This design comes from an exercise in tuning for small area and a short achievable clock period on the open sky130 flow, not from production work. Function was checked by simulation only, so behaviour that the tests miss may differ from the original. No run shown here takes its clock network from TritonCTS; it comes from the design's own scripts or RTL. The clock port is modelled as an ideal driver, which makes a skipped or thinned clock tree look cheaper than it is; a real chip needs a root buffer or a tree. Power is estimated from default activity; no workload was simulated.

## design/flow/flow/run.sh

```bash
#!/bin/bash
# standard synthesis and layout, except:
# - the port buffers are the smallest buffer instead of a delay cell,
# - the clock tree is a balanced two-level tree built by flow/clock_tree.tcl
#   (root buffer, one buffer per k-means cluster of flip-flops) in place of TritonCTS.
set -euo pipefail
export FLOW_CLOCK_TREE="8 sky130_fd_sc_hd__clkbuf_16 sky130_fd_sc_hd__clkbuf_16"
bash standard.sh SETUP_SLACK_MARGIN=6.3 "BUFFER_PORTS_ARGS=-buffer_cell sky130_fd_sc_hd__buf_1" \
  PRE_CTS_TCL=$PWD/flow/clock_tree.tcl finish > flow_make.log 2>&1
```

## design/flow/flow/clock_tree.tcl

```tcl
# Two-level clock tree: the clock port drives one root buffer, which drives one
# buffer per cluster of flip-flops (clusters by k-means on placement).
proc my_clock_tree {nclusters rootcell leafcell} {
  set block [ord::get_db_block]
  set db [ord::get_db]
  set clknet [$block findNet clk]
  set sinks {}
  foreach it [$clknet getITerms] {
    lappend sinks $it
  }
  set pts {}
  foreach it $sinks {
    set b [[$it getInst] getBBox]
    lappend pts [list [expr {([$b xMin] + [$b xMax]) / 2.0}] [expr {([$b yMin] + [$b yMax]) / 2.0}]]
  }
  set n [llength $pts]
  # k-means, seeded by spreading over sorted x then y
  set cent {}
  set sorted [lsort -real -index 0 $pts]
  for {set k 0} {$k < $nclusters} {incr k} {
    lappend cent [lindex $sorted [expr {int(($k + 0.5) * $n / $nclusters)}]]
  }
  for {set iter 0} {$iter < 50} {incr iter} {
    set assign {}
    foreach p $pts {
      set best 0; set bd 1e30
      for {set k 0} {$k < $nclusters} {incr k} {
        set c [lindex $cent $k]
        set d [expr {abs([lindex $p 0] - [lindex $c 0]) + abs([lindex $p 1] - [lindex $c 1])}]
        if {$d < $bd} { set bd $d; set best $k }
      }
      lappend assign $best
    }
    set newc {}
    for {set k 0} {$k < $nclusters} {incr k} {
      set sx 0; set sy 0; set m 0
      foreach p $pts a $assign {
        if {$a == $k} { set sx [expr {$sx + [lindex $p 0]}]; set sy [expr {$sy + [lindex $p 1]}]; incr m }
      }
      if {$m > 0} { lappend newc [list [expr {$sx / $m}] [expr {$sy / $m}]] } else { lappend newc [lindex $cent $k] }
    }
    set cent $newc
  }
  set rmaster [$db findMaster $rootcell]
  set lmaster [$db findMaster $leafcell]
  # root buffer at the centre of the leaf buffers
  set rx 0; set ry 0
  foreach c $cent { set rx [expr {$rx + [lindex $c 0]}]; set ry [expr {$ry + [lindex $c 1]}] }
  set rx [expr {int($rx / $nclusters)}]; set ry [expr {int($ry / $nclusters)}]
  set root [odb::dbInst_create $block $rmaster "clkbuf_root"]
  $root setLocation $rx $ry
  $root setPlacementStatus PLACED
  set rootnet [odb::dbNet_create $block "clknet_root"]
  $rootnet setSigType CLOCK
  foreach it $sinks { $it disconnect }
  [$root findITerm A] connect $clknet
  [$root findITerm X] connect $rootnet
  for {set k 0} {$k < $nclusters} {incr k} {
    set c [lindex $cent $k]
    set leaf [odb::dbInst_create $block $lmaster "clkbuf_leaf_$k"]
    $leaf setLocation [expr {int([lindex $c 0])}] [expr {int([lindex $c 1])}]
    $leaf setPlacementStatus PLACED
    set net [odb::dbNet_create $block "clknet_leaf_$k"]
    $net setSigType CLOCK
    [$leaf findITerm A] connect $rootnet
    [$leaf findITerm X] connect $net
    foreach it $sinks a $assign {
      if {$a == $k} { $it connect $net }
    }
  }
}

# Used as ORFS's PRE_CTS_TCL hook: build the tree here, and leave the CTS step's
# clock_tree_synthesis call nothing to do.
if {[info exists ::env(FLOW_CLOCK_TREE)]} {
  my_clock_tree {*}$::env(FLOW_CLOCK_TREE)
  set_propagated_clock [all_clocks]
  proc clock_tree_synthesis {args} { puts "clock tree built by flow/clock_tree.tcl" }
}
```

## design/flow/standard.sh

```bash
#!/bin/bash
# synth_recipe.tcl (not shown) runs the flow's synth.tcl, then flattens the netlist and writes it again
# the make line also repeats each setting of config.mk as NAME=value (left out here)
make -C /OpenROAD-flow-scripts/flow DESIGN_CONFIG=/design/flow/config.mk WORK_HOME=/design/flow/orfs CLKGATE_MAP_FILE= SYNTH_SCRIPT=/design/flow/synth_recipe.tcl "${@:-finish}"
```

## design/flow/config.mk

```make
export PLATFORM = sky130hd
export DESIGN_NAME = signedMultiplier16
export DESIGN_NICKNAME = signedMultiplier16
export VERILOG_FILES = /design/flow/design.v
export SDC_FILE = /design/flow/constraint.sdc
export NUM_CORES = 4
export LEC_CHECK = 0
export CAP_MARGIN = 20
export CORE_MARGIN = 2
export CORE_UTILIZATION = 65
export PLACE_DENSITY = 0.75
export SLEW_MARGIN = 20
export SYNTH_HIERARCHICAL = 1
export SYNTH_MINIMUM_KEEP_SIZE = 0
```

## design/flow/constraint.sdc

```tcl
create_clock -name core_clock -period 8.8 [get_ports {clk}]
set_input_delay 1.7600 -clock core_clock [delete_from_list [all_inputs] [get_ports {clk}]]
set_output_delay 1.7600 -clock core_clock [all_outputs]
set_load 0.01 [all_outputs]
```

## design/flow/design.v

```verilog
package multPkg;
  typedef logic signed [16-1:0] operandT;
  typedef logic signed [32-1:0] productT;
  typedef struct packed {
    logic one;
    logic two;
    logic neg;
  } boothT;
  function automatic boothT boothEncode(input logic hi, input logic mid, input logic lo);
    boothT d;
    d.one = mid ^ lo;
    d.two = (hi & ~mid & ~lo) | (~hi & mid & lo);
    d.neg = hi;
    boothEncode = d;
  endfunction
endpackage
module operandPrep (
  input  logic             clk,
  input  logic             rstN,
  input  multPkg::operandT opA,
  input  multPkg::operandT opB,
  input  logic             inValid,
  output logic [15:0]      aR,
  output logic [7:0]       oneR,
  output logic [7:0]       twoR,
  output logic [7:0]       negR,
  output logic             prepValid
);
  logic [16:0] bExt;
  logic [7:0]  one;
  logic [7:0]  two;
  logic [7:0]  neg;
  assign bExt = {opB, 1'b0};
  for (genvar i = 0; i < 8; i++)
  begin : genDigit
    assign {one[i], two[i], neg[i]} = multPkg::boothEncode(bExt[2 * i + 2], bExt[2 * i + 1], bExt[2 * i]);
  end
  always_ff @(posedge clk)
  begin
    prepValid <= rstN & inValid;
  end
  always_ff @(posedge clk)
  begin
    aR <= opA;
    oneR <= one;
    twoR <= two;
    negR <= neg;
  end
endmodule
module daddaTree8 (
  input  logic [15:0]   aR,
  input  logic [7:0]    oneR,
  input  logic [7:0]    twoR,
  input  logic [7:0]    negR,
  output logic [74-1:0] cutBits
);
  logic pp0_0, pp0_1, pp0_2, pp0_3, pp0_4, pp0_5, pp0_6, pp0_7, pp0_8, pp0_9;
  logic pp0_10, pp0_11, pp0_12, pp0_13, pp0_14, pp0_15, pp0_16, pp1_0, pp1_1, pp1_2;
  logic pp1_3, pp1_4, pp1_5, pp1_6, pp1_7, pp1_8, pp1_9, pp1_10, pp1_11, pp1_12;
  logic pp1_13, pp1_14, pp1_15, pp1_16, pp2_0, pp2_1, pp2_2, pp2_3, pp2_4, pp2_5;
  logic pp2_6, pp2_7, pp2_8, pp2_9, pp2_10, pp2_11, pp2_12, pp2_13, pp2_14, pp2_15;
  logic pp2_16, pp3_0, pp3_1, pp3_2, pp3_3, pp3_4, pp3_5, pp3_6, pp3_7, pp3_8;
  logic pp3_9, pp3_10, pp3_11, pp3_12, pp3_13, pp3_14, pp3_15, pp3_16, pp4_0, pp4_1;
  logic pp4_2, pp4_3, pp4_4, pp4_5, pp4_6, pp4_7, pp4_8, pp4_9, pp4_10, pp4_11;
  logic pp4_12, pp4_13, pp4_14, pp4_15, pp4_16, pp5_0, pp5_1, pp5_2, pp5_3, pp5_4;
  logic pp5_5, pp5_6, pp5_7, pp5_8, pp5_9, pp5_10, pp5_11, pp5_12, pp5_13, pp5_14;
  logic pp5_15, pp5_16, pp6_0, pp6_1, pp6_2, pp6_3, pp6_4, pp6_5, pp6_6, pp6_7;
  logic pp6_8, pp6_9, pp6_10, pp6_11, pp6_12, pp6_13, pp6_14, pp6_15, pp6_16, pp7_0;
  logic pp7_1, pp7_2, pp7_3, pp7_4, pp7_5, pp7_6, pp7_7, pp7_8, pp7_9, pp7_10;
  logic pp7_11, pp7_12, pp7_13, pp7_14, pp7_15, pp7_16, s1, k1, s2, k2;
  logic s3, k3, s4, k4, s5, k5, s6, k6, s7, k7;
  logic s8, k8, s9, k9, s10, k10, s11, k11, s12, k12;
  logic s13, k13, s14, k14, s15, k15, s16, k16, s17, k17;
  logic s18, k18, s19, k19, s20, k20, s21, k21, s22, k22;
  logic s23, k23, s24, k24, s25, k25, s26, k26, s27, k27;
  logic s28, k28, s29, k29, s30, k30, s31, k31, s32, k32;
  logic s33, k33, s34, k34, s35, k35, s36, k36, s37, k37;
  logic s38, k38, s39, k39, s40, k40, s41, k41, s42, k42;
  logic s43, k43, s44, k44, s45, k45, s46, k46, s47, k47;
  logic s48, k48, s49, k49, s50, k50, s51, k51, s52, k52;
  logic s53, k53, s54, k54, s55, k55, s56, k56, s57, k57;
  logic s58, k58, s59, k59, s60, k60, s61, k61, s62, k62;
  logic s63, k63, s64, k64, s65, k65, s66, k66, s67, k67;
  logic s68, k68, s69, k69, s70, k70, s71, k71, s72, k72;
  logic s73, k73, s74, k74, s75, k75, s76, k76, s77, k77;
  logic s78, k78, s79, k79, s80, k80, s81, k81, s82, k82;
  logic s83, k83, s84, k84, s85, k85, s86, k86, s87, k87;
  logic s88, k88, s89, k89, s90, k90, s91, k91, s92, k92;
  logic s93, k93, t94, g94, t95, g95, t96, g96, t105, g105;
  logic t106, g106, s107, k107, s108, k108, s109, k109, s110, k110;
  logic s111, k111, s112, k112;
  assign pp0_0 = ((oneR[0] & aR[0]) | (twoR[0] & 1'b0)) ^ negR[0];
  assign pp0_1 = ((oneR[0] & aR[1]) | (twoR[0] & aR[0])) ^ negR[0];
  assign pp0_2 = ((oneR[0] & aR[2]) | (twoR[0] & aR[1])) ^ negR[0];
  assign pp0_3 = ((oneR[0] & aR[3]) | (twoR[0] & aR[2])) ^ negR[0];
  assign pp0_4 = ((oneR[0] & aR[4]) | (twoR[0] & aR[3])) ^ negR[0];
  assign pp0_5 = ((oneR[0] & aR[5]) | (twoR[0] & aR[4])) ^ negR[0];
  assign pp0_6 = ((oneR[0] & aR[6]) | (twoR[0] & aR[5])) ^ negR[0];
  assign pp0_7 = ((oneR[0] & aR[7]) | (twoR[0] & aR[6])) ^ negR[0];
  assign pp0_8 = ((oneR[0] & aR[8]) | (twoR[0] & aR[7])) ^ negR[0];
  assign pp0_9 = ((oneR[0] & aR[9]) | (twoR[0] & aR[8])) ^ negR[0];
  assign pp0_10 = ((oneR[0] & aR[10]) | (twoR[0] & aR[9])) ^ negR[0];
  assign pp0_11 = ((oneR[0] & aR[11]) | (twoR[0] & aR[10])) ^ negR[0];
  assign pp0_12 = ((oneR[0] & aR[12]) | (twoR[0] & aR[11])) ^ negR[0];
  assign pp0_13 = ((oneR[0] & aR[13]) | (twoR[0] & aR[12])) ^ negR[0];
  assign pp0_14 = ((oneR[0] & aR[14]) | (twoR[0] & aR[13])) ^ negR[0];
  assign pp0_15 = ((oneR[0] & aR[15]) | (twoR[0] & aR[14])) ^ negR[0];
  assign pp0_16 = ~(((oneR[0] | twoR[0]) & aR[15]) ^ negR[0]);
  assign pp1_0 = ((oneR[1] & aR[0]) | (twoR[1] & 1'b0)) ^ negR[1];
  assign pp1_1 = ((oneR[1] & aR[1]) | (twoR[1] & aR[0])) ^ negR[1];
  assign pp1_2 = ((oneR[1] & aR[2]) | (twoR[1] & aR[1])) ^ negR[1];
  assign pp1_3 = ((oneR[1] & aR[3]) | (twoR[1] & aR[2])) ^ negR[1];
  assign pp1_4 = ((oneR[1] & aR[4]) | (twoR[1] & aR[3])) ^ negR[1];
  assign pp1_5 = ((oneR[1] & aR[5]) | (twoR[1] & aR[4])) ^ negR[1];
  assign pp1_6 = ((oneR[1] & aR[6]) | (twoR[1] & aR[5])) ^ negR[1];
  assign pp1_7 = ((oneR[1] & aR[7]) | (twoR[1] & aR[6])) ^ negR[1];
  assign pp1_8 = ((oneR[1] & aR[8]) | (twoR[1] & aR[7])) ^ negR[1];
  assign pp1_9 = ((oneR[1] & aR[9]) | (twoR[1] & aR[8])) ^ negR[1];
  assign pp1_10 = ((oneR[1] & aR[10]) | (twoR[1] & aR[9])) ^ negR[1];
  assign pp1_11 = ((oneR[1] & aR[11]) | (twoR[1] & aR[10])) ^ negR[1];
  assign pp1_12 = ((oneR[1] & aR[12]) | (twoR[1] & aR[11])) ^ negR[1];
  assign pp1_13 = ((oneR[1] & aR[13]) | (twoR[1] & aR[12])) ^ negR[1];
  assign pp1_14 = ((oneR[1] & aR[14]) | (twoR[1] & aR[13])) ^ negR[1];
  assign pp1_15 = ((oneR[1] & aR[15]) | (twoR[1] & aR[14])) ^ negR[1];
  assign pp1_16 = ~(((oneR[1] | twoR[1]) & aR[15]) ^ negR[1]);
  assign pp2_0 = ((oneR[2] & aR[0]) | (twoR[2] & 1'b0)) ^ negR[2];
  assign pp2_1 = ((oneR[2] & aR[1]) | (twoR[2] & aR[0])) ^ negR[2];
  assign pp2_2 = ((oneR[2] & aR[2]) | (twoR[2] & aR[1])) ^ negR[2];
  assign pp2_3 = ((oneR[2] & aR[3]) | (twoR[2] & aR[2])) ^ negR[2];
  assign pp2_4 = ((oneR[2] & aR[4]) | (twoR[2] & aR[3])) ^ negR[2];
  assign pp2_5 = ((oneR[2] & aR[5]) | (twoR[2] & aR[4])) ^ negR[2];
  assign pp2_6 = ((oneR[2] & aR[6]) | (twoR[2] & aR[5])) ^ negR[2];
  assign pp2_7 = ((oneR[2] & aR[7]) | (twoR[2] & aR[6])) ^ negR[2];
  assign pp2_8 = ((oneR[2] & aR[8]) | (twoR[2] & aR[7])) ^ negR[2];
  assign pp2_9 = ((oneR[2] & aR[9]) | (twoR[2] & aR[8])) ^ negR[2];
  assign pp2_10 = ((oneR[2] & aR[10]) | (twoR[2] & aR[9])) ^ negR[2];
  assign pp2_11 = ((oneR[2] & aR[11]) | (twoR[2] & aR[10])) ^ negR[2];
  assign pp2_12 = ((oneR[2] & aR[12]) | (twoR[2] & aR[11])) ^ negR[2];
  assign pp2_13 = ((oneR[2] & aR[13]) | (twoR[2] & aR[12])) ^ negR[2];
  assign pp2_14 = ((oneR[2] & aR[14]) | (twoR[2] & aR[13])) ^ negR[2];
  assign pp2_15 = ((oneR[2] & aR[15]) | (twoR[2] & aR[14])) ^ negR[2];
  assign pp2_16 = ~(((oneR[2] | twoR[2]) & aR[15]) ^ negR[2]);
  assign pp3_0 = ((oneR[3] & aR[0]) | (twoR[3] & 1'b0)) ^ negR[3];
  assign pp3_1 = ((oneR[3] & aR[1]) | (twoR[3] & aR[0])) ^ negR[3];
  assign pp3_2 = ((oneR[3] & aR[2]) | (twoR[3] & aR[1])) ^ negR[3];
  assign pp3_3 = ((oneR[3] & aR[3]) | (twoR[3] & aR[2])) ^ negR[3];
  assign pp3_4 = ((oneR[3] & aR[4]) | (twoR[3] & aR[3])) ^ negR[3];
  assign pp3_5 = ((oneR[3] & aR[5]) | (twoR[3] & aR[4])) ^ negR[3];
  assign pp3_6 = ((oneR[3] & aR[6]) | (twoR[3] & aR[5])) ^ negR[3];
  assign pp3_7 = ((oneR[3] & aR[7]) | (twoR[3] & aR[6])) ^ negR[3];
  assign pp3_8 = ((oneR[3] & aR[8]) | (twoR[3] & aR[7])) ^ negR[3];
  assign pp3_9 = ((oneR[3] & aR[9]) | (twoR[3] & aR[8])) ^ negR[3];
  assign pp3_10 = ((oneR[3] & aR[10]) | (twoR[3] & aR[9])) ^ negR[3];
  assign pp3_11 = ((oneR[3] & aR[11]) | (twoR[3] & aR[10])) ^ negR[3];
  assign pp3_12 = ((oneR[3] & aR[12]) | (twoR[3] & aR[11])) ^ negR[3];
  assign pp3_13 = ((oneR[3] & aR[13]) | (twoR[3] & aR[12])) ^ negR[3];
  assign pp3_14 = ((oneR[3] & aR[14]) | (twoR[3] & aR[13])) ^ negR[3];
  assign pp3_15 = ((oneR[3] & aR[15]) | (twoR[3] & aR[14])) ^ negR[3];
  assign pp3_16 = ~(((oneR[3] | twoR[3]) & aR[15]) ^ negR[3]);
  assign pp4_0 = ((oneR[4] & aR[0]) | (twoR[4] & 1'b0)) ^ negR[4];
  assign pp4_1 = ((oneR[4] & aR[1]) | (twoR[4] & aR[0])) ^ negR[4];
  assign pp4_2 = ((oneR[4] & aR[2]) | (twoR[4] & aR[1])) ^ negR[4];
  assign pp4_3 = ((oneR[4] & aR[3]) | (twoR[4] & aR[2])) ^ negR[4];
  assign pp4_4 = ((oneR[4] & aR[4]) | (twoR[4] & aR[3])) ^ negR[4];
  assign pp4_5 = ((oneR[4] & aR[5]) | (twoR[4] & aR[4])) ^ negR[4];
  assign pp4_6 = ((oneR[4] & aR[6]) | (twoR[4] & aR[5])) ^ negR[4];
  assign pp4_7 = ((oneR[4] & aR[7]) | (twoR[4] & aR[6])) ^ negR[4];
  assign pp4_8 = ((oneR[4] & aR[8]) | (twoR[4] & aR[7])) ^ negR[4];
  assign pp4_9 = ((oneR[4] & aR[9]) | (twoR[4] & aR[8])) ^ negR[4];
  assign pp4_10 = ((oneR[4] & aR[10]) | (twoR[4] & aR[9])) ^ negR[4];
  assign pp4_11 = ((oneR[4] & aR[11]) | (twoR[4] & aR[10])) ^ negR[4];
  assign pp4_12 = ((oneR[4] & aR[12]) | (twoR[4] & aR[11])) ^ negR[4];
  assign pp4_13 = ((oneR[4] & aR[13]) | (twoR[4] & aR[12])) ^ negR[4];
  assign pp4_14 = ((oneR[4] & aR[14]) | (twoR[4] & aR[13])) ^ negR[4];
  assign pp4_15 = ((oneR[4] & aR[15]) | (twoR[4] & aR[14])) ^ negR[4];
  assign pp4_16 = ~(((oneR[4] | twoR[4]) & aR[15]) ^ negR[4]);
  assign pp5_0 = ((oneR[5] & aR[0]) | (twoR[5] & 1'b0)) ^ negR[5];
  assign pp5_1 = ((oneR[5] & aR[1]) | (twoR[5] & aR[0])) ^ negR[5];
  assign pp5_2 = ((oneR[5] & aR[2]) | (twoR[5] & aR[1])) ^ negR[5];
  assign pp5_3 = ((oneR[5] & aR[3]) | (twoR[5] & aR[2])) ^ negR[5];
  assign pp5_4 = ((oneR[5] & aR[4]) | (twoR[5] & aR[3])) ^ negR[5];
  assign pp5_5 = ((oneR[5] & aR[5]) | (twoR[5] & aR[4])) ^ negR[5];
  assign pp5_6 = ((oneR[5] & aR[6]) | (twoR[5] & aR[5])) ^ negR[5];
  assign pp5_7 = ((oneR[5] & aR[7]) | (twoR[5] & aR[6])) ^ negR[5];
  assign pp5_8 = ((oneR[5] & aR[8]) | (twoR[5] & aR[7])) ^ negR[5];
  assign pp5_9 = ((oneR[5] & aR[9]) | (twoR[5] & aR[8])) ^ negR[5];
  assign pp5_10 = ((oneR[5] & aR[10]) | (twoR[5] & aR[9])) ^ negR[5];
  assign pp5_11 = ((oneR[5] & aR[11]) | (twoR[5] & aR[10])) ^ negR[5];
  assign pp5_12 = ((oneR[5] & aR[12]) | (twoR[5] & aR[11])) ^ negR[5];
  assign pp5_13 = ((oneR[5] & aR[13]) | (twoR[5] & aR[12])) ^ negR[5];
  assign pp5_14 = ((oneR[5] & aR[14]) | (twoR[5] & aR[13])) ^ negR[5];
  assign pp5_15 = ((oneR[5] & aR[15]) | (twoR[5] & aR[14])) ^ negR[5];
  assign pp5_16 = ~(((oneR[5] | twoR[5]) & aR[15]) ^ negR[5]);
  assign pp6_0 = ((oneR[6] & aR[0]) | (twoR[6] & 1'b0)) ^ negR[6];
  assign pp6_1 = ((oneR[6] & aR[1]) | (twoR[6] & aR[0])) ^ negR[6];
  assign pp6_2 = ((oneR[6] & aR[2]) | (twoR[6] & aR[1])) ^ negR[6];
  assign pp6_3 = ((oneR[6] & aR[3]) | (twoR[6] & aR[2])) ^ negR[6];
  assign pp6_4 = ((oneR[6] & aR[4]) | (twoR[6] & aR[3])) ^ negR[6];
  assign pp6_5 = ((oneR[6] & aR[5]) | (twoR[6] & aR[4])) ^ negR[6];
  assign pp6_6 = ((oneR[6] & aR[6]) | (twoR[6] & aR[5])) ^ negR[6];
  assign pp6_7 = ((oneR[6] & aR[7]) | (twoR[6] & aR[6])) ^ negR[6];
  assign pp6_8 = ((oneR[6] & aR[8]) | (twoR[6] & aR[7])) ^ negR[6];
  assign pp6_9 = ((oneR[6] & aR[9]) | (twoR[6] & aR[8])) ^ negR[6];
  assign pp6_10 = ((oneR[6] & aR[10]) | (twoR[6] & aR[9])) ^ negR[6];
  assign pp6_11 = ((oneR[6] & aR[11]) | (twoR[6] & aR[10])) ^ negR[6];
  assign pp6_12 = ((oneR[6] & aR[12]) | (twoR[6] & aR[11])) ^ negR[6];
  assign pp6_13 = ((oneR[6] & aR[13]) | (twoR[6] & aR[12])) ^ negR[6];
  assign pp6_14 = ((oneR[6] & aR[14]) | (twoR[6] & aR[13])) ^ negR[6];
  assign pp6_15 = ((oneR[6] & aR[15]) | (twoR[6] & aR[14])) ^ negR[6];
  assign pp6_16 = ~(((oneR[6] | twoR[6]) & aR[15]) ^ negR[6]);
  assign pp7_0 = ((oneR[7] & aR[0]) | (twoR[7] & 1'b0)) ^ negR[7];
  assign pp7_1 = ((oneR[7] & aR[1]) | (twoR[7] & aR[0])) ^ negR[7];
  assign pp7_2 = ((oneR[7] & aR[2]) | (twoR[7] & aR[1])) ^ negR[7];
  assign pp7_3 = ((oneR[7] & aR[3]) | (twoR[7] & aR[2])) ^ negR[7];
  assign pp7_4 = ((oneR[7] & aR[4]) | (twoR[7] & aR[3])) ^ negR[7];
  assign pp7_5 = ((oneR[7] & aR[5]) | (twoR[7] & aR[4])) ^ negR[7];
  assign pp7_6 = ((oneR[7] & aR[6]) | (twoR[7] & aR[5])) ^ negR[7];
  assign pp7_7 = ((oneR[7] & aR[7]) | (twoR[7] & aR[6])) ^ negR[7];
  assign pp7_8 = ((oneR[7] & aR[8]) | (twoR[7] & aR[7])) ^ negR[7];
  assign pp7_9 = ((oneR[7] & aR[9]) | (twoR[7] & aR[8])) ^ negR[7];
  assign pp7_10 = ((oneR[7] & aR[10]) | (twoR[7] & aR[9])) ^ negR[7];
  assign pp7_11 = ((oneR[7] & aR[11]) | (twoR[7] & aR[10])) ^ negR[7];
  assign pp7_12 = ((oneR[7] & aR[12]) | (twoR[7] & aR[11])) ^ negR[7];
  assign pp7_13 = ((oneR[7] & aR[13]) | (twoR[7] & aR[12])) ^ negR[7];
  assign pp7_14 = ((oneR[7] & aR[14]) | (twoR[7] & aR[13])) ^ negR[7];
  assign pp7_15 = ((oneR[7] & aR[15]) | (twoR[7] & aR[14])) ^ negR[7];
  assign pp7_16 = ~(((oneR[7] | twoR[7]) & aR[15]) ^ negR[7]);
  halfAdder us1 (.x(negR[5]), .y(pp0_10), .s(s1), .c(k1));
  halfAdder us2 (.x(pp0_11), .y(pp1_9), .s(s2), .c(k2));
  fullAdder us3 (.x(negR[6]), .y(pp0_12), .z(pp1_10), .s(s3), .c(k3));
  halfAdder us4 (.x(pp2_8), .y(pp3_6), .s(s4), .c(k4));
  fullAdder us5 (.x(pp0_13), .y(pp1_11), .z(pp2_9), .s(s5), .c(k5));
  halfAdder us6 (.x(pp3_7), .y(pp4_5), .s(s6), .c(k6));
  fullAdder us7 (.x(negR[7]), .y(pp0_14), .z(pp1_12), .s(s7), .c(k7));
  fullAdder us8 (.x(pp2_10), .y(pp3_8), .z(pp4_6), .s(s8), .c(k8));
  halfAdder us9 (.x(pp5_4), .y(pp6_2), .s(s9), .c(k9));
  fullAdder us10 (.x(pp0_15), .y(pp1_13), .z(pp2_11), .s(s10), .c(k10));
  fullAdder us11 (.x(pp3_9), .y(pp4_7), .z(pp5_5), .s(s11), .c(k11));
  halfAdder us12 (.x(pp6_3), .y(pp7_1), .s(s12), .c(k12));
  assign {k13, s13} = {(1'b1 & pp0_16) | (1'b1 & pp1_14) | (pp0_16 & pp1_14), 1'b1 ^ pp0_16 ^ pp1_14};
  fullAdder us14 (.x(pp2_12), .y(pp3_10), .z(pp4_8), .s(s14), .c(k14));
  fullAdder us15 (.x(pp5_6), .y(pp6_4), .z(pp7_2), .s(s15), .c(k15));
  assign {k16, s16} = {(1'b1 & pp1_15) | (1'b1 & pp2_13) | (pp1_15 & pp2_13), 1'b1 ^ pp1_15 ^ pp2_13};
  fullAdder us17 (.x(pp3_11), .y(pp4_9), .z(pp5_7), .s(s17), .c(k17));
  halfAdder us18 (.x(pp6_5), .y(pp7_3), .s(s18), .c(k18));
  fullAdder us19 (.x(pp1_16), .y(pp2_14), .z(pp3_12), .s(s19), .c(k19));
  fullAdder us20 (.x(pp4_10), .y(pp5_8), .z(pp6_6), .s(s20), .c(k20));
  assign {k21, s21} = {(1'b1 & pp2_15) | (1'b1 & pp3_13) | (pp2_15 & pp3_13), 1'b1 ^ pp2_15 ^ pp3_13};
  halfAdder us22 (.x(pp4_11), .y(pp5_9), .s(s22), .c(k22));
  fullAdder us23 (.x(pp2_16), .y(pp3_14), .z(pp4_12), .s(s23), .c(k23));
  assign {k24, s24} = {1'b1 & pp3_15, 1'b1 ^ pp3_15};
  halfAdder us25 (.x(negR[3]), .y(pp0_6), .s(s25), .c(k25));
  halfAdder us26 (.x(pp0_7), .y(pp1_5), .s(s26), .c(k26));
  fullAdder us27 (.x(negR[4]), .y(pp0_8), .z(pp1_6), .s(s27), .c(k27));
  halfAdder us28 (.x(pp2_4), .y(pp3_2), .s(s28), .c(k28));
  fullAdder us29 (.x(pp0_9), .y(pp1_7), .z(pp2_5), .s(s29), .c(k29));
  halfAdder us30 (.x(pp3_3), .y(pp4_1), .s(s30), .c(k30));
  fullAdder us31 (.x(pp1_8), .y(pp2_6), .z(pp3_4), .s(s31), .c(k31));
  fullAdder us32 (.x(pp4_2), .y(pp5_0), .z(s1), .s(s32), .c(k32));
  fullAdder us33 (.x(pp2_7), .y(pp3_5), .z(pp4_3), .s(s33), .c(k33));
  fullAdder us34 (.x(pp5_1), .y(k1), .z(s2), .s(s34), .c(k34));
  fullAdder us35 (.x(pp4_4), .y(pp5_2), .z(pp6_0), .s(s35), .c(k35));
  fullAdder us36 (.x(k2), .y(s4), .z(s3), .s(s36), .c(k36));
  fullAdder us37 (.x(pp5_3), .y(pp6_1), .z(k4), .s(s37), .c(k37));
  fullAdder us38 (.x(s6), .y(k3), .z(s5), .s(s38), .c(k38));
  fullAdder us39 (.x(pp7_0), .y(k6), .z(s9), .s(s39), .c(k39));
  fullAdder us40 (.x(k5), .y(s7), .z(s8), .s(s40), .c(k40));
  fullAdder us41 (.x(k9), .y(s12), .z(k7), .s(s41), .c(k41));
  fullAdder us42 (.x(k8), .y(s10), .z(s11), .s(s42), .c(k42));
  fullAdder us43 (.x(k12), .y(k10), .z(k11), .s(s43), .c(k43));
  fullAdder us44 (.x(s13), .y(s14), .z(s15), .s(s44), .c(k44));
  fullAdder us45 (.x(s18), .y(k13), .z(k14), .s(s45), .c(k45));
  fullAdder us46 (.x(k15), .y(s16), .z(s17), .s(s46), .c(k46));
  fullAdder us47 (.x(pp7_4), .y(k18), .z(k16), .s(s47), .c(k47));
  fullAdder us48 (.x(k17), .y(s19), .z(s20), .s(s48), .c(k48));
  fullAdder us49 (.x(pp6_7), .y(pp7_5), .z(s22), .s(s49), .c(k49));
  fullAdder us50 (.x(k19), .y(k20), .z(s21), .s(s50), .c(k50));
  fullAdder us51 (.x(pp5_10), .y(pp6_8), .z(pp7_6), .s(s51), .c(k51));
  fullAdder us52 (.x(k22), .y(k21), .z(s23), .s(s52), .c(k52));
  fullAdder us53 (.x(pp4_13), .y(pp5_11), .z(pp6_9), .s(s53), .c(k53));
  fullAdder us54 (.x(pp7_7), .y(s24), .z(k23), .s(s54), .c(k54));
  fullAdder us55 (.x(pp3_16), .y(pp4_14), .z(pp5_12), .s(s55), .c(k55));
  fullAdder us56 (.x(pp6_10), .y(pp7_8), .z(k24), .s(s56), .c(k56));
  assign {k57, s57} = {(1'b1 & pp4_15) | (1'b1 & pp5_13) | (pp4_15 & pp5_13), 1'b1 ^ pp4_15 ^ pp5_13};
  halfAdder us58 (.x(pp6_11), .y(pp7_9), .s(s58), .c(k58));
  fullAdder us59 (.x(pp4_16), .y(pp5_14), .z(pp6_12), .s(s59), .c(k59));
  assign {k60, s60} = {1'b1 & pp5_15, 1'b1 ^ pp5_15};
  halfAdder us61 (.x(negR[2]), .y(pp0_4), .s(s61), .c(k61));
  halfAdder us62 (.x(pp0_5), .y(pp1_3), .s(s62), .c(k62));
  fullAdder us63 (.x(pp1_4), .y(pp2_2), .z(pp3_0), .s(s63), .c(k63));
  fullAdder us64 (.x(pp2_3), .y(pp3_1), .z(k25), .s(s64), .c(k64));
  fullAdder us65 (.x(pp4_0), .y(k26), .z(s28), .s(s65), .c(k65));
  fullAdder us66 (.x(k28), .y(s30), .z(k27), .s(s66), .c(k66));
  fullAdder us67 (.x(k30), .y(k29), .z(s31), .s(s67), .c(k67));
  fullAdder us68 (.x(k31), .y(s33), .z(k32), .s(s68), .c(k68));
  fullAdder us69 (.x(k33), .y(s35), .z(k34), .s(s69), .c(k69));
  fullAdder us70 (.x(k35), .y(s37), .z(k36), .s(s70), .c(k70));
  fullAdder us71 (.x(k37), .y(s39), .z(k38), .s(s71), .c(k71));
  fullAdder us72 (.x(k39), .y(k40), .z(s41), .s(s72), .c(k72));
  fullAdder us73 (.x(k41), .y(k42), .z(s43), .s(s73), .c(k73));
  fullAdder us74 (.x(k43), .y(k44), .z(s45), .s(s74), .c(k74));
  fullAdder us75 (.x(k45), .y(k46), .z(s47), .s(s75), .c(k75));
  fullAdder us76 (.x(s49), .y(k47), .z(k48), .s(s76), .c(k76));
  fullAdder us77 (.x(s51), .y(k49), .z(k50), .s(s77), .c(k77));
  fullAdder us78 (.x(k51), .y(s53), .z(k52), .s(s78), .c(k78));
  fullAdder us79 (.x(k53), .y(s55), .z(s56), .s(s79), .c(k79));
  fullAdder us80 (.x(s58), .y(k55), .z(s57), .s(s80), .c(k80));
  fullAdder us81 (.x(pp7_10), .y(k58), .z(k57), .s(s81), .c(k81));
  fullAdder us82 (.x(pp6_13), .y(pp7_11), .z(s60), .s(s82), .c(k82));
  fullAdder us83 (.x(pp5_16), .y(pp6_14), .z(pp7_12), .s(s83), .c(k83));
  assign {k84, s84} = {1'b1 & pp6_15, 1'b1 ^ pp6_15};
  halfAdder us85 (.x(negR[1]), .y(pp0_2), .s(s85), .c(k85));
  halfAdder us86 (.x(pp0_3), .y(pp1_1), .s(s86), .c(k86));
  fullAdder us87 (.x(pp1_2), .y(pp2_0), .z(s61), .s(s87), .c(k87));
  fullAdder us88 (.x(pp2_1), .y(k61), .z(s62), .s(s88), .c(k88));
  fullAdder us89 (.x(k62), .y(s25), .z(s63), .s(s89), .c(k89));
  fullAdder us90 (.x(s26), .y(k63), .z(s64), .s(s90), .c(k90));
  fullAdder us91 (.x(s27), .y(k64), .z(s65), .s(s91), .c(k91));
  fullAdder us92 (.x(s29), .y(k65), .z(s66), .s(s92), .c(k92));
  fullAdder us93 (.x(s32), .y(k66), .z(s67), .s(s93), .c(k93));
  assign {g94, t94} = {s34 & k67, s34 ^ k67};
  assign {g95, t95} = {s36 & k68, s36 ^ k68};
  assign {g96, t96} = {s38 & k69, s38 ^ k69};
  assign {g105, t105} = {k54 & s79, k54 ^ s79};
  assign {g106, t106} = {k56 & s80, k56 ^ s80};
  fullAdder us107 (.x(s59), .y(k80), .z(s81), .s(s107), .c(k107));
  fullAdder us108 (.x(k59), .y(s82), .z(k81), .s(s108), .c(k108));
  fullAdder us109 (.x(k60), .y(s83), .z(k82), .s(s109), .c(k109));
  fullAdder us110 (.x(pp7_13), .y(s84), .z(k83), .s(s110), .c(k110));
  fullAdder us111 (.x(pp6_16), .y(pp7_14), .z(k84), .s(s111), .c(k111));
  assign {k112, s112} = {1'b1 & pp7_15, 1'b1 ^ pp7_15};
  assign cutBits[0] = s68;
  assign cutBits[1] = t94;
  assign cutBits[2] = g94;
  assign cutBits[3] = s69;
  assign cutBits[4] = t95;
  assign cutBits[5] = g95;
  assign cutBits[6] = s70;
  assign cutBits[7] = t96;
  assign cutBits[8] = g96;
  assign cutBits[9] = s40;
  assign cutBits[10] = k70;
  assign cutBits[11] = s71;
  assign cutBits[12] = s42;
  assign cutBits[13] = k71;
  assign cutBits[14] = s72;
  assign cutBits[15] = s44;
  assign cutBits[16] = k72;
  assign cutBits[17] = s73;
  assign cutBits[18] = s46;
  assign cutBits[19] = k73;
  assign cutBits[20] = s74;
  assign cutBits[21] = s48;
  assign cutBits[22] = k74;
  assign cutBits[23] = s75;
  assign cutBits[24] = s50;
  assign cutBits[25] = k75;
  assign cutBits[26] = s76;
  assign cutBits[27] = s52;
  assign cutBits[28] = k76;
  assign cutBits[29] = s77;
  assign cutBits[30] = s54;
  assign cutBits[31] = k77;
  assign cutBits[32] = s78;
  assign cutBits[33] = k78;
  assign cutBits[34] = t105;
  assign cutBits[35] = g105;
  assign cutBits[36] = k79;
  assign cutBits[37] = t106;
  assign cutBits[38] = g106;
  assign cutBits[39] = negR[0];
  assign cutBits[40] = pp0_0;
  assign cutBits[41] = pp0_1;
  assign cutBits[42] = s85;
  assign cutBits[43] = pp1_0;
  assign cutBits[44] = k85;
  assign cutBits[45] = s86;
  assign cutBits[46] = k86;
  assign cutBits[47] = s87;
  assign cutBits[48] = k87;
  assign cutBits[49] = s88;
  assign cutBits[50] = k88;
  assign cutBits[51] = s89;
  assign cutBits[52] = k89;
  assign cutBits[53] = s90;
  assign cutBits[54] = k90;
  assign cutBits[55] = s91;
  assign cutBits[56] = k91;
  assign cutBits[57] = s92;
  assign cutBits[58] = k92;
  assign cutBits[59] = s93;
  assign cutBits[60] = k93;
  assign cutBits[61] = s107;
  assign cutBits[62] = k107;
  assign cutBits[63] = s108;
  assign cutBits[64] = k108;
  assign cutBits[65] = s109;
  assign cutBits[66] = k109;
  assign cutBits[67] = s110;
  assign cutBits[68] = k110;
  assign cutBits[69] = s111;
  assign cutBits[70] = k111;
  assign cutBits[71] = s112;
  assign cutBits[72] = k112;
  assign cutBits[73] = pp7_16;
endmodule
module fullAdder (
  input  logic x,
  input  logic y,
  input  logic z,
  output logic s,
  output logic c
);
  assign s = x ^ y ^ z;
  assign c = (x & y) | (x & z) | (y & z);
endmodule
module halfAdder (
  input  logic x,
  input  logic y,
  output logic s,
  output logic c
);
  assign s = x ^ y;
  assign c = x & y;
endmodule
module productMerge (
  input  logic                      clk,
  input  logic                      rstN,
  input  logic [74-1:0]    cutBits,
  input  logic                      prepValid,
  output multPkg::productT          product,
  output logic                      outValid
);
  logic                      treeValid;
  logic [74-1:0]    cutR;
  logic [32-1:0] rowA;
  logic [32-1:0] rowB;
  logic s68, t94, g94, s69, t95, g95, s70, t96, g96, s40;
  logic k70, s71, s42, k71, s72, s44, k72, s73, s46, k73;
  logic s74, s48, k74, s75, s50, k75, s76, s52, k76, s77;
  logic s54, k77, s78, k78, t105, g105, k79, t106, g106, negR_0;
  logic pp0_0, pp0_1, s85, pp1_0, k85, s86, k86, s87, k87, s88;
  logic k88, s89, k89, s90, k90, s91, k91, s92, k92, s93;
  logic k93, s107, k107, s108, k108, s109, k109, s110, k110, s111;
  logic k111, s112, k112, pp7_16, s94, k94, s95, k95, s96, k96;
  logic s97, k97, s98, k98, s99, k99, s100, k100, s101, k101;
  logic s102, k102, s103, k103, s104, k104, s105, k105, s106, k106;
  always_ff @(posedge clk)
  begin
    treeValid <= rstN & prepValid;
    outValid  <= rstN & treeValid;
  end
  always_ff @(posedge clk)
  begin
    cutR    <= cutBits;
    product <= rowA + rowB;
  end
  assign s68 = cutR[0];
  assign t94 = cutR[1];
  assign g94 = cutR[2];
  assign s69 = cutR[3];
  assign t95 = cutR[4];
  assign g95 = cutR[5];
  assign s70 = cutR[6];
  assign t96 = cutR[7];
  assign g96 = cutR[8];
  assign s40 = cutR[9];
  assign k70 = cutR[10];
  assign s71 = cutR[11];
  assign s42 = cutR[12];
  assign k71 = cutR[13];
  assign s72 = cutR[14];
  assign s44 = cutR[15];
  assign k72 = cutR[16];
  assign s73 = cutR[17];
  assign s46 = cutR[18];
  assign k73 = cutR[19];
  assign s74 = cutR[20];
  assign s48 = cutR[21];
  assign k74 = cutR[22];
  assign s75 = cutR[23];
  assign s50 = cutR[24];
  assign k75 = cutR[25];
  assign s76 = cutR[26];
  assign s52 = cutR[27];
  assign k76 = cutR[28];
  assign s77 = cutR[29];
  assign s54 = cutR[30];
  assign k77 = cutR[31];
  assign s78 = cutR[32];
  assign k78 = cutR[33];
  assign t105 = cutR[34];
  assign g105 = cutR[35];
  assign k79 = cutR[36];
  assign t106 = cutR[37];
  assign g106 = cutR[38];
  assign negR_0 = cutR[39];
  assign pp0_0 = cutR[40];
  assign pp0_1 = cutR[41];
  assign s85 = cutR[42];
  assign pp1_0 = cutR[43];
  assign k85 = cutR[44];
  assign s86 = cutR[45];
  assign k86 = cutR[46];
  assign s87 = cutR[47];
  assign k87 = cutR[48];
  assign s88 = cutR[49];
  assign k88 = cutR[50];
  assign s89 = cutR[51];
  assign k89 = cutR[52];
  assign s90 = cutR[53];
  assign k90 = cutR[54];
  assign s91 = cutR[55];
  assign k91 = cutR[56];
  assign s92 = cutR[57];
  assign k92 = cutR[58];
  assign s93 = cutR[59];
  assign k93 = cutR[60];
  assign s107 = cutR[61];
  assign k107 = cutR[62];
  assign s108 = cutR[63];
  assign k108 = cutR[64];
  assign s109 = cutR[65];
  assign k109 = cutR[66];
  assign s110 = cutR[67];
  assign k110 = cutR[68];
  assign s111 = cutR[69];
  assign k111 = cutR[70];
  assign s112 = cutR[71];
  assign k112 = cutR[72];
  assign pp7_16 = cutR[73];
  assign s94 = t94 ^ s68;
  assign k94 = g94 | (t94 & s68);
  assign s95 = t95 ^ s69;
  assign k95 = g95 | (t95 & s69);
  assign s96 = t96 ^ s70;
  assign k96 = g96 | (t96 & s70);
  fullAdder us97 (.x(s40), .y(k70), .z(s71), .s(s97), .c(k97));
  fullAdder us98 (.x(s42), .y(k71), .z(s72), .s(s98), .c(k98));
  fullAdder us99 (.x(s44), .y(k72), .z(s73), .s(s99), .c(k99));
  fullAdder us100 (.x(s46), .y(k73), .z(s74), .s(s100), .c(k100));
  fullAdder us101 (.x(s48), .y(k74), .z(s75), .s(s101), .c(k101));
  fullAdder us102 (.x(s50), .y(k75), .z(s76), .s(s102), .c(k102));
  fullAdder us103 (.x(s52), .y(k76), .z(s77), .s(s103), .c(k103));
  fullAdder us104 (.x(s54), .y(k77), .z(s78), .s(s104), .c(k104));
  assign s105 = t105 ^ k78;
  assign k105 = g105 | (t105 & k78);
  assign s106 = t106 ^ k79;
  assign k106 = g106 | (t106 & k79);
  assign rowA[0] = negR_0;
  assign rowB[0] = pp0_0;
  assign rowA[1] = pp0_1;
  assign rowB[1] = 1'b0;
  assign rowA[2] = s85;
  assign rowB[2] = pp1_0;
  assign rowA[3] = k85;
  assign rowB[3] = s86;
  assign rowA[4] = k86;
  assign rowB[4] = s87;
  assign rowA[5] = k87;
  assign rowB[5] = s88;
  assign rowA[6] = k88;
  assign rowB[6] = s89;
  assign rowA[7] = k89;
  assign rowB[7] = s90;
  assign rowA[8] = k90;
  assign rowB[8] = s91;
  assign rowA[9] = k91;
  assign rowB[9] = s92;
  assign rowA[10] = k92;
  assign rowB[10] = s93;
  assign rowA[11] = k93;
  assign rowB[11] = s94;
  assign rowA[12] = k94;
  assign rowB[12] = s95;
  assign rowA[13] = k95;
  assign rowB[13] = s96;
  assign rowA[14] = k96;
  assign rowB[14] = s97;
  assign rowA[15] = k97;
  assign rowB[15] = s98;
  assign rowA[16] = k98;
  assign rowB[16] = s99;
  assign rowA[17] = k99;
  assign rowB[17] = s100;
  assign rowA[18] = k100;
  assign rowB[18] = s101;
  assign rowA[19] = k101;
  assign rowB[19] = s102;
  assign rowA[20] = k102;
  assign rowB[20] = s103;
  assign rowA[21] = k103;
  assign rowB[21] = s104;
  assign rowA[22] = k104;
  assign rowB[22] = s105;
  assign rowA[23] = k105;
  assign rowB[23] = s106;
  assign rowA[24] = k106;
  assign rowB[24] = s107;
  assign rowA[25] = k107;
  assign rowB[25] = s108;
  assign rowA[26] = k108;
  assign rowB[26] = s109;
  assign rowA[27] = k109;
  assign rowB[27] = s110;
  assign rowA[28] = k110;
  assign rowB[28] = s111;
  assign rowA[29] = k111;
  assign rowB[29] = s112;
  assign rowA[30] = k112;
  assign rowB[30] = pp7_16;
  assign rowA[31] = 1'b1;
  assign rowB[31] = 1'b0;
endmodule
module signedMultiplier16 (
  input  logic             clk,
  input  logic             rstN,
  input  multPkg::operandT opA,
  input  multPkg::operandT opB,
  input  logic             inValid,
  output multPkg::productT product,
  output logic             outValid
);
  logic [15:0]               aR;
  logic [7:0]                oneR;
  logic [7:0]                twoR;
  logic [7:0]                negR;
  logic                      prepValid;
  logic [74-1:0]     cutBits;
  operandPrep operandPrep_inst (
    .clk       (clk),
    .rstN      (rstN),
    .opA       (opA),
    .opB       (opB),
    .inValid   (inValid),
    .aR        (aR),
    .oneR      (oneR),
    .twoR      (twoR),
    .negR      (negR),
    .prepValid (prepValid)
  );
  daddaTree8 daddaTree8_inst (
    .aR   (aR),
    .oneR (oneR),
    .twoR (twoR),
    .negR (negR),
    .cutBits (cutBits)
  );
  productMerge productMerge_inst (
    .clk       (clk),
    .rstN      (rstN),
    .cutBits   (cutBits),
    .prepValid (prepValid),
    .product   (product),
    .outValid  (outValid)
  );
endmodule
```

==> run summary, run 1 <==
run status=timing/DRC/antenna clean; unrepaired setup endpoints after global routing=yes; final total negative setup slack=0 ns; weighted congestion reported at the end of routability-driven placement=0.8899; endpoints failing setup=0; post-synthesis instance area=0.01056 mm²; antenna diode count=0; number of placed instances with taps included=1109; Worst-Margin Slew=0.3845 ns; critical-path cell list=buf_2; number of failing hold endpoints at the final stage=0; launch point of the worst hold path=operandPrep_inst.prepValid$_DFF_P_; remaining number of nets flagged by the antenna check after routing=0; number of standard-cell rows in the floorplan=46; r2r worst-path depth=9; internal power of the cells=2.828 mW; clock-pin slew reported for the worst setup and hold paths after clock tree synthesis=0.09 ns; worst ir drop on vdd=0.3214 mV; crit path max fanout=1; total number of vias=6739; fraction of synthesis flops using an asynchronous set or reset pin=0%; die height=131.5 µm; die width=131.5 µm; final standard cell count with taps included and fillers excluded=1137; share of total power in combinational logic=69.5%; switching part of the total power=43.17%; placement-stage cell area=0.009899 mm²; count of synthesis-stage warnings from yosys=8; Final period util=29.45%; overall routing resource usage=24.70%; cell family contributing the most delay on the critical path=flip-flops; Post-synth EDFFs=0; Total Nets Final=1103; Worst Path Class, Setup=reg -> out; ratio of cells with drive above 1 in the final layout=21.06%; Detailed Place HPWL=14.55 mm; post-route cell area=0.01082 mm²; reg-to-reg setup timing slack=6.25 ns; switching pwr=2.149 mW; initial core utilization=66.49%; sequential share of the synthesized area=28.24%; routed wire length=21.68 mm; Power, Total=4.977 mW; clock skew=0.03319 ns; library cell occupying the most area in the post-synthesis netlist=sky130_fd_sc_hd__dfxtp_1; initial detailed-routing violation count=594; max-cap check violation count=0; global-route wire length before repair=35.07 mm; leftover overflow at the end of global routing=0; drt first pass iters=5; Final Worst Setup Slack=6.208 ns; Buf/Inv on CP=1; highest-delay cell along the critical path=sky130_fd_sc_hd__dfxtp_1; number of remaining DRC errors=0; critical register-to-register path startpoint=productMerge_inst.cutR[17]$_DFF_P_; critical path startpoint category=flop; Max-Slew Margin vs Limit=74.37%; pwr/cell area=460.2 mW/mm²; kind of end point of the critical path=primary output; max-slew violation total from the final report=0; count of hold buffers inserted by post-cts repair=0; growth of design area from synthesis to finish=2.393%; area share of the leading cell type in the synthesized netlist=28.24%; cell count after synthesis=978; total stage count of the critical path=1; Top FF cell, synth=sky130_fd_sc_hd__dfxtp_1; antenna violations before repair=0; detail-routed net length per standard cell=19.07 µm; clock group share of total power=7.8%; top-level I/O count=68; area inside the core boundary=0.01589 mm²; achievable clock frequency=385.8 MHz; worst endpoint required time=7.04 ns; leading post-synthesis cells by cell area=sky130_fd_sc_hd__dfxtp_1, sky130_fd_sc_hd__fa_1, sky130_fd_sc_hd__xnor2_1; Mean Syn Cell Area=10.80 µm²; min Tclk post-route=2.592 ns; worst hold slack=0.4334 ns; final core utilization=68.08%; number of input and output port buffers inserted=67; worst slack, placed=5.815 ns; number of global-route vias before repair=6797; sequential fraction of design power=22.6%; Skew-Pair Late Insertion Delay=0.40 ns; hold depth=1; Post-synth top cells=sky130_fd_sc_hd__dfxtp_1, sky130_fd_sc_hd__xnor2_1, sky130_fd_sc_hd__a22oi_1; number of library cell types mapped by synthesis=67; reg-to-reg endpoint=productMerge_inst.product[26]$_DFF_P_; number of vias per cell=5.927; Worst path max stage delay=0.32 ns; Hold Path End=productMerge_inst.treeValid$_DFF_P_; most common cell in the synthesized netlist=sky130_fd_sc_hd__dfxtp_1; pin count of the biggest net entering global routing=27; worst min-delay path class=reg -> reg; static power due to leakage=4.168 nW; CP arrival=0.83 ns; net count after synthesis=1158; Yosys reg bits=149; die area=0.01729 mm²
[Yosys stat by module, one instance, submodules excluded, excerpt]
module	cells inside	flops+latches	copies in the design	area (µm²)
operandPrep	71	41	1	1023
fullAdder	1	0	82	20.02
halfAdder	1	0	17	12.51
productMerge	370	108	1	4104
daddaTree8	438	0	1	3581
[final cells by class]
cell class,instances,area (µm²)
buffer,9,225.2
fill,1237,5070
inverter,17,63.81
multi-input combinational,658,6634
sequential,149,3134
tap,216,270.3
timing repair buffer,88,488.0
[power groups by stage]
stage	clock [mW]	combinational (mW)	sequential, mW
6_report	0.389	3.46	1.13
5_1_grt	0.427	3.82	1.15
4_1_cts	0.402	3.05	1.12
3_5_place_dp	0	2.65	1.14
3_3_place_gp	0	2.60	1.13
2_1_floorplan	0	2.50	1.09
[per-layer routing]
metal | wire, µm | GRT usage, %
met1 | 9688 | 35.41
met2 | 9683 | 38.39
met3 | 1917 | 5.633
met4 | 394 | 5.435
met5 | 0 | 0
[kinds of logic (layout without fill, tap and decap cells)]
family,count (synthesis),count (layout),synth area share [%]
simple gates,98,98,5.082
flops,149,149,28.24
buf+inv,171,114,12.17
xor+xnor,169,169,14.01
fa+ha+maj,145,145,23.00
mux,5,5,0.4975
compound gates,241,241,17.00
[repair_timing]
action | 4_1_cts | 5_1_grt
setup endpoints to repair | 88 | 68
pin swaps | 14 | 24
setup buffers | 6 | 13
gates cloned | 0 | 0
hold endpoints to repair | 0 | 0
gates resized for setup | 118 | 67
[worst max-delay path by stage]
stage                                           from                                    end  slack (ns)
2_1_floorplan         operandPrep_inst.aR[7]$_DFF_P_     productMerge_inst.cutR[59]$_DFF_P_        6.29
3_3_place_gp        operandPrep_inst.negR[2]$_DFF_P_     productMerge_inst.cutR[26]$_DFF_P_        5.92
3_5_place_dp        operandPrep_inst.negR[3]$_DFF_P_     productMerge_inst.cutR[14]$_DFF_P_        5.81
4_1_cts        productMerge_inst.product[31]$_DFF_P_                            product[31]        6.19
5_1_grt           productMerge_inst.cutR[17]$_DFF_P_  productMerge_inst.product[28]$_DFF_P_        6.16
6_report       productMerge_inst.product[31]$_DFF_P_                            product[31]        6.21
[sequential cells by signal, summed over array words and instances (netlist names)]
signal / flops
productMerge_inst.outValid: 1
productMerge_inst.treeValid: 1
operandPrep_inst.twoR: 8
productMerge_inst.product: 32
operandPrep_inst.oneR: 8
productMerge_inst.cutR: 74
operandPrep_inst.prepValid: 1
operandPrep_inst.aR: 16
operandPrep_inst.negR: 8
[layout by cell type (no fill, tap or decap), drive strengths merged, types with 5 or more instances in the layout]
master / n
dfxtp: 149
xnor2: 137
a22oi: 121
buf: 87
fa: 82
ha: 63
a21oi: 35
xor2: 32
o21ai: 28
nand2: 26
inv: 17
nor2: 15
a21o: 14
nand2b: 10
clkbuf: 10
nand4: 7
o21bai: 7
nand3b: 6
and3: 6
and2: 5
or2: 5
a211oi: 5
o21a: 5
==> run 2: changes to the inputs <==
--- a/design/flow/flow/run.sh
+++ b/design/flow/flow/run.sh
@@ -5,5 +5,5 @@
 #   (root buffer, one buffer per k-means cluster of flip-flops) in place of TritonCTS.
 set -euo pipefail
 export FLOW_CLOCK_TREE="8 sky130_fd_sc_hd__clkbuf_16 sky130_fd_sc_hd__clkbuf_16"
-bash standard.sh SETUP_SLACK_MARGIN=6.3 "BUFFER_PORTS_ARGS=-buffer_cell sky130_fd_sc_hd__buf_1" \
+bash standard.sh SETUP_SLACK_MARGIN=6.2 "BUFFER_PORTS_ARGS=-buffer_cell sky130_fd_sc_hd__buf_1" \
   PRE_CTS_TCL=$PWD/flow/clock_tree.tcl finish > flow_make.log 2>&1
==> run summary, run 2 <==
final core utilization=66.09% (-2.0 points); worst endpoint required time=7.04 ns (about the same); run status=timing/DRC/antenna clean; worst ir drop on vdd=0.2548 mV (-21%); initial core utilization=66.49% (unchanged); Max-Slew Margin vs Limit=60.62% (-14 points); final standard cell count with taps included and fillers excluded=1127 (-0.88%); Total Nets Final=1093 (-0.91%); weighted congestion reported at the end of routability-driven placement=0.9052 (+1.7%); pin count of the biggest net entering global routing=30 (+11%); r2r worst-path depth=9 (unchanged); global-route wire length before repair=34.53 mm (-1.5%); clock-pin slew reported for the worst setup and hold paths after clock tree synthesis=0.10 ns (about the same); sequential share of the synthesized area=28.24% (unchanged); worst min-delay path class=reg -> reg; initial detailed-routing violation count=719 (+21%); largest registers in the final layout=productMerge_inst.cutR x74, productMerge_inst.product x32, operandPrep_inst.aR x16; min Tclk post-route=2.592 ns (+0.0002800 ns); Detailed Place HPWL=14.87 mm (+2.2%); switching part of the total power=43.51% (+0.34 points); number of standard-cell rows in the floorplan=46 (unchanged); Skew-Pair Late Insertion Delay=0.40 ns (about the same); number of vias per cell=5.901 (-0.45%); reg-to-reg setup timing slack=6.21 ns (-0.04 ns); antenna violations before repair=0 (unchanged); Mean Syn Cell Area=10.80 µm² (unchanged); post-route cell area=0.01050 mm² (-2.9%); leftover overflow at the end of global routing=0 (unchanged); critical register-to-register path startpoint=productMerge_inst.cutR[31]$_DFF_P_; achievable clock frequency=385.8 MHz (about the same); placement-stage cell area=0.009886 mm² (-0.14%); Worst Path Class, Setup=reg -> out; count of hold buffers inserted by post-cts repair=0 (unchanged); hold depth=1 (unchanged); unrepaired setup endpoints after global routing=yes; post-synthesis mux area share=0.4975% (unchanged); register containing the most flip-flops in the final layout=productMerge_inst.cutR; net count after synthesis=1158 (unchanged); internal power of the cells=2.657 mW (-6.1%); top-level I/O count=68 (unchanged); area inside the core boundary=0.01589 mm² (unchanged); Hold Path End=productMerge_inst.treeValid$_DFF_P_; reg-to-reg endpoint=productMerge_inst.product[26]$_DFF_P_; fraction of synthesis flops using an asynchronous set or reset pin=0% (unchanged); routed wire length=21.24 mm (-2.1%); area share of the leading cell type in the synthesized netlist=28.24% (unchanged); number of placed instances with taps included=1110 (+0.090%); library cell occupying the most area in the post-synthesis netlist=sky130_fd_sc_hd__dfxtp_1; endpoints failing setup=0 (unchanged); most common cell in the synthesized netlist=sky130_fd_sc_hd__dfxtp_1; Final period util=29.46% (about the same); leading cell types in the layout, fill and taps excluded=sky130_fd_sc_hd__xnor2_1, sky130_fd_sc_hd__dfxtp_1, sky130_fd_sc_hd__a22oi_1; complex-gate fraction of the synthesized area=17.00% (unchanged); Yosys reg bits=149 (unchanged); max FFs per register=74 (unchanged); number of failing hold endpoints at the final stage=0 (unchanged); area share of xor/xnor cells in the synthesized design=14.01% (unchanged); number of global-route vias before repair=6498 (-4.4%); kind of end point of the critical path=primary output; drt first pass iters=5 (unchanged); detail-routed net length per standard cell=18.84 µm (-1.2%); Worst-Margin Slew=0.5906 ns (+0.2062 ns); total number of vias=6650 (-1.3%); static power due to leakage=4.051 nW (-2.8%); share of total power in combinational logic=67.9% (-1.6 points); leading post-synthesis cells by cell area=sky130_fd_sc_hd__dfxtp_1, sky130_fd_sc_hd__fa_1, sky130_fd_sc_hd__xnor2_1; die height=131.5 µm (unchanged); pwr/cell area=448.1 mW/mm² (-2.6%); clock skew=0.04451 ns (+0.01132 ns); count of synthesis-stage warnings from yosys=8 (unchanged); ratio of cells with drive above 1 in the final layout=16.58% (-4.5 points); fraction of the mapped netlist area in simple logic gates=5.082% (unchanged); largest family of logic cells by synthesized area=adder cells; Post-synth EDFFs=0 (unchanged); CP arrival=0.83 ns (about the same); die area=0.01729 mm² (unchanged); final total negative setup slack=0 ns (unchanged); critical-path cell list=buf_2; clock group share of total power=8.3% (+0.5 points); Buf/Inv on CP=1 (unchanged); antenna diode count=0 (unchanged); Power, Total=4.704 mW (-5.5%); sequential fraction of design power=23.8% (+1.2 points); launch point of the worst hold path=operandPrep_inst.prepValid$_DFF_P_; cell family contributing the most delay on the critical path=flip-flops; Top FF cell, synth=sky130_fd_sc_hd__dfxtp_1; critical path startpoint category=flop; number of library cell types mapped by synthesis=67 (unchanged); crit path max fanout=1 (unchanged); die width=131.5 µm (unchanged); overall routing resource usage=24.16% (-0.54 points); switching pwr=2.047 mW (-4.7%); growth of design area from synthesis to finish=-0.6043%; number of input and output port buffers inserted=67 (unchanged); adder and majority gate portion of the synthesized area=23.00% (unchanged); highest-delay cell along the critical path=sky130_fd_sc_hd__dfxtp_1; number of remaining DRC errors=0 (unchanged); post-synthesis instance area=0.01056 mm² (unchanged); most common cell after layout, fill and taps aside=sky130_fd_sc_hd__xnor2_1; cell count after synthesis=978 (unchanged); max-slew violation total from the final report=0 (unchanged); Post-synth top cells=sky130_fd_sc_hd__dfxtp_1, sky130_fd_sc_hd__xnor2_1, sky130_fd_sc_hd__a22oi_1; remaining number of nets flagged by the antenna check after routing=0 (unchanged); Worst path max stage delay=0.31 ns (about the same); max-cap check violation count=0 (unchanged)
run 2: power groups by stage:
stage / registers [mW] / logic [mW] / clock network (mW)
6_report: 1.12 / 3.19 / 0.391
5_1_grt: 1.14 / 3.54 / 0.432
4_1_cts: 1.12 / 2.88 / 0.403
3_5_place_dp: 1.13 / 2.66 / 0
3_3_place_gp: 1.12 / 2.61 / 0
2_1_floorplan: 1.09 / 2.47 / 0
run 2: logic make-up after synthesis:
kind of cell | Yosys count
flops | 149
fa+ha+maj | 145
buf+inv | 171
mux | 5
xor+xnor | 169
compound gates | 241
simple gates | 98
run 2: Yosys stat by module (local to each module, per instance), excerpt:
module,cell area (µm²),copies in the design,cells inside
daddaTree8,3581,1,438
fullAdder,20.02,82,1
halfAdder,12.51,17,1
operandPrep,1023,1,71
productMerge,4104,1,370
run 2: worst max-delay path by stage:
stage,from,end,depth (start not counted)
after floorplan,operandPrep_inst.oneR[3]$_DFF_P_,productMerge_inst.cutR[59]$_DFF_P_,8
after global placement,operandPrep_inst.negR[3]$_DFF_P_,productMerge_inst.cutR[20]$_DFF_P_,4
after detailed placement,operandPrep_inst.negR[3]$_DFF_P_,productMerge_inst.cutR[14]$_DFF_P_,4
after CTS,operandPrep_inst.aR[0]$_DFF_P_,productMerge_inst.cutR[14]$_DFF_P_,5
after global routing,productMerge_inst.cutR[31]$_DFF_P_,productMerge_inst.product[26]$_DFF_P_,9
final,productMerge_inst.product[14]$_DFF_P_,product[14],1
run 2: final cells by class:
cell class / instances / area, µm²
fillers: 1287 / 5386
repair buffers: 78 / 369.1
plain buffers: 9 / 225.2
multi-input cells: 658 / 6502
inverters: 17 / 63.81
well taps: 216 / 270.3
flip-flops and latches: 149 / 3068
run 2: routing by layer:
layer  up-vias  GRT usage, %  share of wire [%]  routed length (µm)
li1       3162             -                  -                   -
met1      3203         36.77                 47               10080
met2       243         37.14                 44                9332
met3        42         3.086                6.5                1375
met4         0         4.831                2.1                 453
met5         -             0                  0                   0
run 2: what timing repair did:
| action | 4_1_cts | 5_1_grt |
|---|---|---|
| setup endpoints to repair | 51 | 53 |
| gates resized for setup | 65 | 62 |
| buffers inserted | 1 | 7 |
| pin swaps | 5 | 9 |
run 2: stage by stage:
step	setup slack, ns	hold WS, ns
floorplan	6.258	0.4057
global placement	5.882	0.4138
detailed placement	5.839	0.4157
CTS	6.152	0.4347
global route	6.066	0.4490
finish	6.208	0.4292
==> run 3: changes to the inputs <==
--- a/design/flow/config.mk
+++ b/design/flow/config.mk
@@ -7,8 +7,8 @@
 export LEC_CHECK = 0
 export CAP_MARGIN = 20
 export CORE_MARGIN = 2
-export CORE_UTILIZATION = 65
-export PLACE_DENSITY = 0.75
+export CORE_UTILIZATION = 75
+export PLACE_DENSITY = 0.85
 export SLEW_MARGIN = 20
 export SYNTH_HIERARCHICAL = 1
 export SYNTH_MINIMUM_KEEP_SIZE = 0
==> run summary, run 3 <==
fraction of synthesis flops using an asynchronous set or reset pin=0% (unchanged); worst ir drop on vdd=0.2713 mV (+6.5%); die height=122.7 µm (-6.7%); final total negative setup slack=0 ns (unchanged); detail-routed net length per standard cell=21.00 µm (+11%); die width=122.7 µm (-6.7%); routed wire length=22.80 mm (+7.4%); pwr/cell area=454.2 mW/mm² (+1.4%); remaining number of nets flagged by the antenna check after routing=0 (unchanged); Yosys reg bits=149 (unchanged); Worst-Margin Slew=0.6273 ns (+0.03667 ns); pin count of the biggest net entering global routing=31 (+3.3%); Worst Path Class, Setup=reg -> reg; number of standard-cell rows in the floorplan=43 (-6.5%); area share of the leading cell type in the synthesized netlist=28.24% (unchanged); leftover overflow at the end of global routing=0 (unchanged); register containing the most flip-flops in the final layout=productMerge_inst.cutR; count of synthesis-stage warnings from yosys=8 (unchanged); ratio of cells with drive above 1 in the final layout=17.66% (+1.1 points); Final Worst Setup Slack=6.171 ns (-0.03714 ns); min Tclk post-route=2.629 ns (+0.03714 ns); static power due to leakage=4.062 nW (+0.27%); highest-delay cell along the critical path=sky130_fd_sc_hd__ha_4; max-slew violation total from the final report=0 (unchanged); endpoints failing setup=0 (unchanged); most common cell after layout, fill and taps aside=sky130_fd_sc_hd__xnor2_1; area inside the core boundary=0.01383 mm² (-13%); clock-pin slew reported for the worst setup and hold paths after clock tree synthesis=0.11 ns (about the same); drt first pass iters=6 (+1); Post-synth EDFFs=0 (unchanged); number of input and output port buffers inserted=67 (unchanged); critical path startpoint category=flop; initial core utilization=76.39% (+9.9 points); number of vias per cell=6.434 (+9.0%); number of global-route vias before repair=6569 (+1.1%); top-level I/O count=68 (unchanged); Total Nets Final=1088 (-0.46%); Mean Syn Cell Area=10.80 µm² (unchanged); number of library cell types mapped by synthesis=67 (unchanged); run status=timing/DRC/antenna clean; cell count after synthesis=978 (unchanged); growth of design area from synthesis to finish=-0.7813%; crit path max fanout=9 (+8); kind of end point of the critical path=flop; clock skew=0.04374 ns (-0.0007699 ns); weighted congestion reported at the end of routability-driven placement=0.9347 (+3.3%); antenna violations before repair=0 (unchanged); leading cell types in the layout, fill and taps excluded=sky130_fd_sc_hd__xnor2_1, sky130_fd_sc_hd__a22oi_1, sky130_fd_sc_hd__dfxtp_1; net count after synthesis=1158 (unchanged)
run 3: cell counts after synthesis:
No cell type changed its count.
run 3: report_power, final:
| group | total [mW] | switching (mW) | internal [mW] | leakage, nW |
|---|---|---|---|---|
| Clock | 0.385 | 0.203 | 0.182 | 0.111 |
| Combinational | 3.25 | 1.77 | 1.47 | 2.68 |
| Sequential | 1.13 | 0.166 | 0.963 | 1.27 |
run 3: per-layer routing:
| layer | vias up | global-route usage, % | wire, µm |
|---|---|---|---|
| met1 | 3296 | 42.51 | 9482 |
| met4 | 0 | 7.759 | 819 |
| met5 | - | 0 | 0 |
| met2 | 447 | 46.55 | 10240 |
| li1 | 3154 | - | - |
| met3 | 90 | 5.297 | 2260 |
run 3: path summary, 6_finish.rpt:
path | start | endpoint | slack (ns) | cells past startpoint
setup reg to reg | productMerge_inst.cutR[36]$_DFF_P_ | productMerge_inst.product[29]$_DFF_P_ | 6.17 | 10
hold reg to reg | operandPrep_inst.prepValid$_DFF_P_ | productMerge_inst.treeValid$_DFF_P_ | 0.43 | 1
hold / removal | operandPrep_inst.prepValid$_DFF_P_ | productMerge_inst.treeValid$_DFF_P_ | 0.43 | 1
setup / recovery | productMerge_inst.cutR[36]$_DFF_P_ | productMerge_inst.product[29]$_DFF_P_ | 6.17 | 10
run 3: timing repair:
action | in CTS | in global routing
endpoints found under the hold margin | 0 | 0
hold buffers | 0 | 0
setup endpoints to repair | 51 | 49
buffers inserted | 2 | 1
resized for setup | 71 | 94
pin swaps | 5 | 9
run 3: layout make-up:
class | count | area, µm² | share of cell area (%)
multi-input combinational | 658 | 6491 | 61.94
sequential | 149 | 3118 | 29.75
timing repair buffer | 73 | 356.6 | 3.403
buffer | 9 | 225.2 | 2.149
tap | 180 | 225.2 | 2.149
inverter | 17 | 63.81 | 0.6089
run 3: worst reg2reg max path, cell delays in order (launching register included):
cell and delay, ns:
sky130_fd_sc_hd__dfxtp_1 0.33, sky130_fd_sc_hd__ha_1 0.19, sky130_fd_sc_hd__or2_2 0.32, sky130_fd_sc_hd__ha_4 0.35
sky130_fd_sc_hd__a21oi_1 0.10, sky130_fd_sc_hd__o21ai_2 0.20, sky130_fd_sc_hd__a21oi_1 0.10, sky130_fd_sc_hd__a211o_1 0.33
sky130_fd_sc_hd__a211o_1 0.32, sky130_fd_sc_hd__a32o_1 0.21, sky130_fd_sc_hd__o41ai_2 0.05
run 3: per-module statistics from Yosys (local to each module, per instance), excerpt:
module / cells inside / cell area (µm²) / flops+latches / times used
productMerge: 370 / 4104 / 108 / 1
operandPrep: 71 / 1023 / 41 / 1
daddaTree8: 438 / 3581 / 0 / 1
fullAdder: 1 / 20.02 / 0 / 82
halfAdder: 1 / 12.51 / 0 / 17
run 3: cells by family (layout without fill, tap and decap cells):
logic type	count (synthesis)	count (layout)	share of synthesized area, %
AOI/OAI and AO/OA	241	241	17.00
buffers and inverters	171	99	12.17
xor gates and xnor gates	169	169	14.01
DFF	149	149	28.24
adders and majority gates	145	145	23.00
and+or+nand+nor	98	98	5.082
muxes	5	5	0.4975
run 3: metrics by stage:
| step | hold WS (ns) | cell area [µm²] | total power [mW] |
|---|---|---|---|
| finish | 0.4280 | 10480 | 4.760 |
| global route | 0.4475 | 10480 | 5.102 |
| CTS | 0.4295 | 10220 | 4.402 |
| detailed placement | 0.4154 | 9841 | 3.826 |
| global placement | 0.4130 | 9841 | 3.693 |
| floorplan | 0.4057 | 10560 | 3.557 |

port drivers added, routing unchanged:
How much do the figures lean on ideal ports? The routed layouts below were timed once more, with nothing changed but the port constraints. Step 1 assumes that a clkbuf_16 drives the clock port and a buf_2 every other input. Step 2, shift: input delay + t, output delay - t, t = (earliest + latest rising clock arrival at the registers) / 2. This alone moves slack from input paths to output paths. Three values: no drivers, after step 1, after step 2; two values: the first two.
run | t (ns) | setup WS [ns]
run 1 | 0.425 | 6.208 / 6.163 / 6.249
run 2 | 0.423 | 6.208 / 6.164 / 6.215
run 3 | 0.423 | 6.171 / 6.171 / 6.171
After both steps every run listed still meets setup and hold.
